This design comes from an exercise in tuning for small area, a short achievable clock period and few clock cycles on the open sky130 flow, not from production work. In this exercise RTL edits were held to simulation tests only and were not proved equivalent to the original. Power and IR drop assume default switching activity.

==> design.v <==
package sse_pkg;
    typedef enum logic [1:0] {
        OP_INSERT  = 2'd0,
        OP_DELETE  = 2'd1,
        OP_ASCEND  = 2'd2,
        OP_DESCEND = 2'd3
    } op_t;
    typedef enum logic [2:0] {
        ST_INSERTED  = 3'd0,
        ST_DUPLICATE = 3'd1,
        ST_FULL      = 3'd2,
        ST_DELETED   = 3'd3,
        ST_NOT_FOUND = 3'd4,
        ST_LISTED    = 3'd5,
        ST_EMPTY     = 3'd6
    } status_t;
    localparam int VALUE_W = 32;
    typedef struct packed {
        logic capture;      
        logic compare;      
        logic update;       
        logic emit_empty;   
        logic emit_list;    
        logic list_last;    
        logic rot_left;     
        logic rot_right;    
        logic rot_ring;     
    } cmd_t;
    typedef struct packed {
        op_t  op;           
        logic out_free;     
    } dp_status_t;
endpackage
module sse_ctrl #(
    parameter int CAPACITY = 64
) (
    input  logic                            aclk,
    input  logic                            aresetn,
    input  logic                            s_tvalid,
    output logic                            s_tready,
    input  sse_pkg::dp_status_t             stat,
    input  logic [$clog2(CAPACITY+1)-1:0]   occ,
    output sse_pkg::cmd_t                   cmd
);
    localparam int OCC_W = $clog2(CAPACITY + 1);
    typedef enum logic [2:0] {
        S_IDLE,
        S_CMP,
        S_UPD,
        S_EMPTY,
        S_SEEK,
        S_LIST
    } state_t;
    state_t           state_reg;
    state_t           state_next;
    logic [OCC_W-1:0] cnt_reg;
    logic [OCC_W-1:0] cnt_next;
    logic             accept;
    logic             is_last;
    assign s_tready = (state_reg == S_IDLE) ||
                      (((state_reg == S_UPD) || (state_reg == S_EMPTY)) && stat.out_free);
    assign accept   = s_tvalid && s_tready;
    assign is_last  = (cnt_reg == (occ - OCC_W'(1)));
    always_comb begin
        cmd         = '0;
        cmd.capture = accept;
        state_next  = state_reg;
        cnt_next    = cnt_reg;
        unique case (state_reg)
            S_IDLE: begin
                if (accept) begin
                    state_next = S_CMP;
                end
            end
            S_CMP: begin
                cmd.compare = 1'b1;
                cnt_next    = '0;
                if ((stat.op == sse_pkg::OP_INSERT) || (stat.op == sse_pkg::OP_DELETE)) begin
                    state_next = S_UPD;
                end else if (occ == '0) begin
                    state_next = S_EMPTY;
                end else if ((stat.op == sse_pkg::OP_ASCEND) || (occ == OCC_W'(1))) begin
                    state_next = S_LIST;
                end else begin
                    state_next = S_SEEK;
                end
            end
            S_UPD: begin
                if (stat.out_free) begin
                    cmd.update = 1'b1;
                    state_next = accept ? S_CMP : S_IDLE;
                end
            end
            S_EMPTY: begin
                if (stat.out_free) begin
                    cmd.emit_empty = 1'b1;
                    state_next     = accept ? S_CMP : S_IDLE;
                end
            end
            S_SEEK: begin
                cmd.rot_left = 1'b1;
                cnt_next     = cnt_reg + OCC_W'(1);
                if (cnt_reg == (occ - OCC_W'(2))) begin
                    cnt_next   = '0;
                    state_next = S_LIST;
                end
            end
            S_LIST: begin
                if (stat.out_free) begin
                    cmd.emit_list = 1'b1;
                    cmd.list_last = is_last;
                    if (stat.op == sse_pkg::OP_ASCEND) begin
                        cmd.rot_ring = 1'b1;
                    end else begin
                        cmd.rot_right = !is_last;
                    end
                    cnt_next = cnt_reg + OCC_W'(1);
                    if (is_last) begin
                        state_next = S_IDLE;
                    end
                end
            end
            default: begin
                state_next = S_IDLE;
            end
        endcase
    end
    always_ff @(posedge aclk) begin
        if (!aresetn) begin
            state_reg <= S_IDLE;
            cnt_reg   <= '0;
        end else begin
            state_reg <= state_next;
            cnt_reg   <= cnt_next;
        end
    end
endmodule
module sse_datapath #(
    parameter int CAPACITY = 64
) (
    input  logic                            aclk,
    input  logic                            aresetn,
    input  logic [31:0]                     s_tdata,    
    input  logic [1:0]                      s_tuser,    
    input  sse_pkg::cmd_t                   cmd,
    output sse_pkg::dp_status_t             stat,
    output logic [$clog2(CAPACITY+1)-1:0]   occ,
    output logic                            m_tvalid,
    input  logic                            m_tready,
    output logic [31:0]                     m_tdata,    
    output logic [2:0]                      m_tuser,    
    output logic                            m_tlast
);
    localparam int OCC_W = $clog2(CAPACITY + 1);
    logic signed [sse_pkg::VALUE_W-1:0] row_reg  [CAPACITY];
    logic signed [sse_pkg::VALUE_W-1:0] row_next [CAPACITY];
    logic [CAPACITY-1:0] lt_reg;
    logic [CAPACITY-1:0] lt_next;
    logic [CAPACITY-1:0] eq_reg;
    logic [CAPACITY-1:0] eq_next;
    logic [CAPACITY-1:0] prev_lt;
    sse_pkg::op_t                       op_reg;
    logic signed [sse_pkg::VALUE_W-1:0] val_reg;
    logic [OCC_W-1:0]                   occ_reg;
    logic [OCC_W-1:0]                   occ_next;
    logic [OCC_W-1:0]                   occ_last;
    logic                               out_valid_reg;
    sse_pkg::status_t                   out_status_reg;
    sse_pkg::status_t                   out_status_next;
    logic signed [sse_pkg::VALUE_W-1:0] out_item_reg;
    logic signed [sse_pkg::VALUE_W-1:0] out_item_next;
    logic                               out_last_reg;
    logic                               out_last_next;
    logic dup;
    logic full;
    logic do_ins;
    logic do_del;
    logic load;
    assign dup      = |eq_reg;
    assign full     = (occ_reg >= OCC_W'(CAPACITY));
    assign do_ins   = cmd.update && (op_reg == sse_pkg::OP_INSERT) && !dup && !full;
    assign do_del   = cmd.update && (op_reg == sse_pkg::OP_DELETE) && dup;
    assign occ_last = occ_reg - OCC_W'(1);
    assign load     = cmd.update || cmd.emit_empty || cmd.emit_list;
    for (genvar i = 0; i < CAPACITY; i++) begin : g_cell
        localparam int NXT = (i + 1) % CAPACITY;
        localparam int PRV = (i + CAPACITY - 1) % CAPACITY;
        assign lt_next[i] = (OCC_W'(i) < occ_reg) && (row_reg[i] < val_reg);
        assign eq_next[i] = (OCC_W'(i) < occ_reg) && (row_reg[i] == val_reg);
        if (i == 0) begin : g_head
            assign prev_lt[i] = 1'b1;
        end else begin : g_body
            assign prev_lt[i] = lt_reg[i-1];
        end
        always_comb begin
            row_next[i] = row_reg[i];
            if (do_ins) begin
                if (!lt_reg[i]) begin
                    row_next[i] = prev_lt[i] ? val_reg : row_reg[PRV];
                end
            end else if (do_del) begin
                if (!lt_reg[i]) begin
                    row_next[i] = row_reg[NXT];
                end
            end else if (cmd.rot_left) begin
                row_next[i] = row_reg[NXT];
            end else if (cmd.rot_right) begin
                row_next[i] = row_reg[PRV];
            end else if (cmd.rot_ring) begin
                row_next[i] = (OCC_W'(i) == occ_last) ? row_reg[0] : row_reg[NXT];
            end
        end
    end
    always_comb begin
        occ_next = occ_reg;
        if (do_ins) begin
            occ_next = occ_reg + OCC_W'(1);
        end else if (do_del) begin
            occ_next = occ_last;
        end
    end
    always_comb begin
        out_item_next = val_reg;
        out_last_next = 1'b1;
        if (cmd.emit_list) begin
            out_status_next = sse_pkg::ST_LISTED;
            out_item_next   = row_reg[0];
            out_last_next   = cmd.list_last;
        end else if (cmd.emit_empty) begin
            out_status_next = sse_pkg::ST_EMPTY;
        end else begin
            case (op_reg)
                sse_pkg::OP_INSERT: begin
                    if (dup) begin
                        out_status_next = sse_pkg::ST_DUPLICATE;
                    end else if (full) begin
                        out_status_next = sse_pkg::ST_FULL;
                    end else begin
                        out_status_next = sse_pkg::ST_INSERTED;
                    end
                end
                sse_pkg::OP_DELETE: begin
                    out_status_next = dup ? sse_pkg::ST_DELETED : sse_pkg::ST_NOT_FOUND;
                end
                default: begin
                    out_status_next = sse_pkg::ST_EMPTY;
                end
            endcase
        end
    end
    always_ff @(posedge aclk) begin
        for (int k = 0; k < CAPACITY; k++) begin
            row_reg[k] <= row_next[k];
        end
        if (cmd.capture) begin
            op_reg  <= sse_pkg::op_t'(s_tuser);
            val_reg <= s_tdata;
        end
        if (cmd.compare) begin
            lt_reg <= lt_next;
            eq_reg <= eq_next;
        end
        if (load) begin
            out_status_reg <= out_status_next;
            out_item_reg   <= out_item_next;
            out_last_reg   <= out_last_next;
        end
    end
    always_ff @(posedge aclk) begin
        if (!aresetn) begin
            occ_reg       <= '0;
            out_valid_reg <= 1'b0;
        end else begin
            occ_reg <= occ_next;
            if (load) begin
                out_valid_reg <= 1'b1;
            end else if (m_tready) begin
                out_valid_reg <= 1'b0;
            end
        end
    end
    assign stat.op       = op_reg;
    assign stat.out_free = !out_valid_reg || m_tready;
    assign occ           = occ_reg;
    assign m_tvalid      = out_valid_reg;
    assign m_tdata       = out_item_reg;
    assign m_tuser       = out_status_reg;
    assign m_tlast       = out_last_reg;
endmodule
module sorted_set_engine #(
    parameter int CAPACITY = 32
) (
    input  logic        aclk,
    input  logic        aresetn,
    input  logic        s_tvalid,
    output logic        s_tready,
    input  logic [31:0] s_tdata,    
    input  logic [1:0]  s_tuser,    
    output logic        m_tvalid,
    input  logic        m_tready,
    output logic [31:0] m_tdata,    
    output logic [2:0]  m_tuser,    
    output logic        m_tlast
);
    localparam int OCC_W = $clog2(CAPACITY + 1);
    sse_pkg::cmd_t       cmd;
    sse_pkg::dp_status_t stat;
    logic [OCC_W-1:0]    occ;
    sse_ctrl #(
        .CAPACITY (CAPACITY)
    ) u_ctrl (
        .aclk     (aclk),
        .aresetn  (aresetn),
        .s_tvalid (s_tvalid),
        .s_tready (s_tready),
        .stat     (stat),
        .occ      (occ),
        .cmd      (cmd)
    );
    sse_datapath #(
        .CAPACITY (CAPACITY)
    ) u_datapath (
        .aclk     (aclk),
        .aresetn  (aresetn),
        .s_tdata  (s_tdata),
        .s_tuser  (s_tuser),
        .cmd      (cmd),
        .stat     (stat),
        .occ      (occ),
        .m_tvalid (m_tvalid),
        .m_tready (m_tready),
        .m_tdata  (m_tdata),
        .m_tuser  (m_tuser),
        .m_tlast  (m_tlast)
    );
endmodule
==> run.sh <==
#!/bin/bash
# synth_recipe.tcl (not shown) runs the flow's synth.tcl, then flattens the netlist and writes it again
# the make line also repeats each setting of config.mk as NAME=value (left out here)
make -C /OpenROAD-flow-scripts/flow DESIGN_CONFIG=/design/flow/config.mk WORK_HOME=/design/flow/orfs CLKGATE_MAP_FILE= SYNTH_SCRIPT=/design/flow/synth_recipe.tcl finish
==> config.mk <==
export PLATFORM = sky130hd
export DESIGN_NAME = sorted_set_engine
export DESIGN_NICKNAME = sorted_set_engine
export VERILOG_FILES = /design/flow/design.v
export SDC_FILE = /design/flow/constraint.sdc
export NUM_CORES = 4
export LEC_CHECK = 0
export CAP_MARGIN = 20
export CORE_MARGIN = 2
export CORE_UTILIZATION = 30
export PLACE_DENSITY = 0.35
export SLEW_MARGIN = 20
==> constraint.sdc <==
create_clock -name core_clock -period 6.0 [get_ports {aclk}]
set_input_delay 1.2000 -clock core_clock [delete_from_list [all_inputs] [get_ports {aclk}]]
set_output_delay 1.2000 -clock core_clock [all_outputs]
set_load 0.01 [all_outputs]
==> out/results.ini <==
[clock_tree]
cts.clk_slew.worst_paths_ns = 0.06
clock_sinks = 1174
cts_htree_levels = 4
cts_resized = 0
cts_tree = done
clkLatencyLatePin_ns = 0.95
cts_hold_buf = 0
cts_max_path_buffers = 4
cts-root-buf = clkbuf_16
numCtsBuffers = 180
post_cts.repair.setup_buffers = 0

[grt]
grt_use_met3 = 0.05763
grt_max_degree = 158
grt_pass1_vias = 99970
grt_pass1_wl_um = 867300
top_usage_layer = met2
grt_overflow = 0
grt_use_met1 = 0.4421
antenna_found_initial = 39
gr-usage-all-layers = 0.3342
use_met2 = 0.5300

[critical_path]
cp-start-kind = flop
path_class = reg -> reg
crit_arrival_ns = 5.70
r2r_cells = 10
timing.rr.start = u_datapath.val_reg[23]
critPathCapture = u_datapath.lt_reg[0]
timing.rr.end = u_datapath.lt_reg[0]
cp-startpoint = u_datapath.val_reg[23]
rrSetupSlack_ns = 0.94
crit_path_end_kind = flop
worstPathMaxFanout = 17
worstPathRequired_ns = 6.63

[timing]
maxSlewHeadroom = 0.1432
timing.setup.tns_ns = 0
hold_violations = 0
maxClockFrequency_ghz = 0.1975
fin_crit_sh = 0.8437
fin_crit_ns = 5.062
finalSetupViolations = 0
rsz0062_at_grt = false
holdWs_ns = 0.5608
skew_ns = 0.06766
tightest_slew_ns = 1.285
maxSlewViolCount = 0

[floorplanning]
start_util = 0.3019
fp.dieW_um = 605.7
io_pins = 76
core-area_mm2 = 0.3598
dieArea_mm2 = 0.3669
die-height_um = 605.7
num_rows = 220

[layout]
fin_util = 0.3364
syn_to_final_growth_pct = 11.44
multi_input_area_mm2 = 0.06909
layout.area.seq_mm2 = 0.03509
largest_reg_flops = 1024
layout-drive-gt1-share = 0.1515
nets = 11970
n_fill_cell = 36220

[yosys]
synth_ff_type = edfxtp_1
seq_area_frac_synth = 0.3231
synthTopCellsByArea = edfxtp_1, ha_1, mux2_2
syn_inst = 11360
synth_seq_cells = 1174
netlist.area_leader.share = 0.3202
synth_most_common_cell = edfxtp_1
synthArstFlopShare = 0
ys_top_cells_by_count = edfxtp_1, nand3_1, ha_1, mux2i_1, clkbuf_1
syn_area_mm2 = 0.1086
synth_edf_count = 1158
ys.warnings.count = 4
avgSynthCellArea_um2 = 9.558
post-synth-top-area-cell = edfxtp_1
synth_nets = 12440
synth_cell_types = 89

[routing]
ant_nets = 0
wl_per_cell_um = 40.27
drtIter0Drc = 15080
drc = 0
vias = 106000
routed_wl_um = 637500
viasPerCell = 6.694
drtPass1Iterations = 9

[hold_path]
hold_class = reg -> reg

[power]
power_density_mw_per_mm2 = 273.8
ir_drop_mv = 0.1872
finalPower_w = 0.03314
p_leak_nw = 42.78

[place]
port-buffer-count = 75
hpwlAfterDp_um = 414000
place.gp.congestion = 0.8854

[job]
drv_cap = 0

[outcome]
status = timing/DRC/antenna clean

## metal layers
metal  routed length (µm)  vias up
met4                31360        0
met2               286800     5981
met1               268400    54130
met5                    0        -
li1                     -    44730
met3                50980     1122
## stage by stage
step	area [µm²]	worst slack, ns	instances
floorplan	108600	1.353	11360
global placement	115400	1.082	15490
detailed placement	115500	1.059	15490
CTS	120900	1.024	15810
global route	121000	0.9660	15810
finish	121000	0.9379	15830
## area by class of cell
type	count	area share
sequential	1174	0.2900
clock buffer	241	0.03972
inverter	98	0.003298
timing repair buffer	517	0.04081
tap	4773	0.04934
clock inverter	75	0.005582
multi-input combinational	8929	0.5708
antenna	24	0.0004962
## cells by family after synthesis
kind of cell / synth area share
AO/OA/AOI/OAI: 0.2132
XOR/XNOR: 0.002131
adder cells (fa/ha/maj): 0.1192
buffers and inverters: 0.04701
flip-flops: 0.3231
multiplexers: 0.1795
AND/OR/NAND/NOR: 0.1158
## power by group
part / leakage (nW) / internal [W] / switching, W
combinational: 29.5 / 0.00380 / 0.00712
sequential: 10.7 / 0.0101 / 0.00134
clock: 2.65 / 0.00606 / 0.00474
## layout by cell type (no fill, tap or decap), types with 41 or more instances in the layout
| cell type | synthesis | routed |
|---|---|---|
| edfxtp_1 | 1158 | 1158 |
| nand3_1 | 1101 | 1096 |
| ha_1 | 1035 | 1035 |
| mux2i_1 | 966 | 966 |
| mux2_2 | 868 | 868 |
| a21oi_1 | 877 | 843 |
| nand2_1 | 736 | 733 |
| o31ai_1 | 498 | 498 |
| a31oi_1 | 458 | 457 |
| a222oi_1 | 452 | 452 |
| o21ai_1 | 403 | 404 |
| buf_4 | 33 | 373 |
| o21ai_0 | 219 | 216 |
| nor2_1 | 202 | 192 |
| clkbuf_16 | 0 | 183 |
| nand4_1 | 170 | 170 |
| a21o_1 | 121 | 121 |
| and3_1 | 93 | 92 |
| o211ai_1 | 89 | 89 |
| clkdlybuf4s50_1 | 0 | 75 |
| buf_12 | 0 | 68 |
| a221o_1 | 67 | 67 |
| inv_1 | 97 | 65 |
| a211oi_1 | 57 | 57 |
| clkbuf_1 | 913 | 57 |
| nor3_1 | 50 | 49 |
| nor4_1 | 45 | 42 |
| o31a_1 | 41 | 41 |
## worst max-delay path: stages (launching register included)
cell,delay (ns)
edfxtp_1,0.32
buf_4,0.33
clkinv_2,0.98
buf_4,0.59
ha_1,0.34
and4_1,0.21
nor4bb_1,1.00
nand3_1,0.34
a31oi_1,0.30
nor4_1,0.11
mux2i_1,0.15
## worst min-delay path by stage
stage / endpoint / cells past startpoint / slack, ns / startpoint
after global placement: u_ctrl.cnt_reg[5] / 2 / 0.54 / u_ctrl.cnt_reg[5]
after detailed placement: u_ctrl.cnt_reg[5] / 2 / 0.55 / u_ctrl.cnt_reg[5]
final: u_ctrl.cnt_reg[4] / 2 / 0.56 / u_ctrl.cnt_reg[4]
after global routing: u_ctrl.cnt_reg[4] / 2 / 0.60 / u_ctrl.cnt_reg[4]
after CTS: u_ctrl.cnt_reg[5] / 2 / 0.56 / u_ctrl.cnt_reg[5]
after floorplan: u_ctrl.cnt_reg[5] / 2 / 0.50 / u_ctrl.cnt_reg[5]
Testbench counts, summed over its fixed seeds: cycles 21,015.

==> re-timing with driven ports <==
The results above use ideal ports. As a check the final layout listed here was re-extracted and re-timed, cells and wires unchanged. Step 1, drivers: a clkbuf_16 drives aclk and a buf_2 each remaining input, both assumed. Step 2, shift: input delay + t, output delay - t, t = (earliest + latest rising clock arrival at the registers) / 2. This alone moves slack from input paths to output paths. Three values: ideal ports, drivers, drivers and shift; two values: the first two.
t, ns: 1.022
slack for setup (ns): 0.938 / 0.938 / 0.938
worst setup path at the end: register to register
worst slew at a driven data input, ns: 0.11
pins driven straight from the clock port: 1
After both steps setup and hold are still met in this run. For this run, drivers alone change the setup slack by 0.000 ns; drivers and shift together by 0.000 ns.
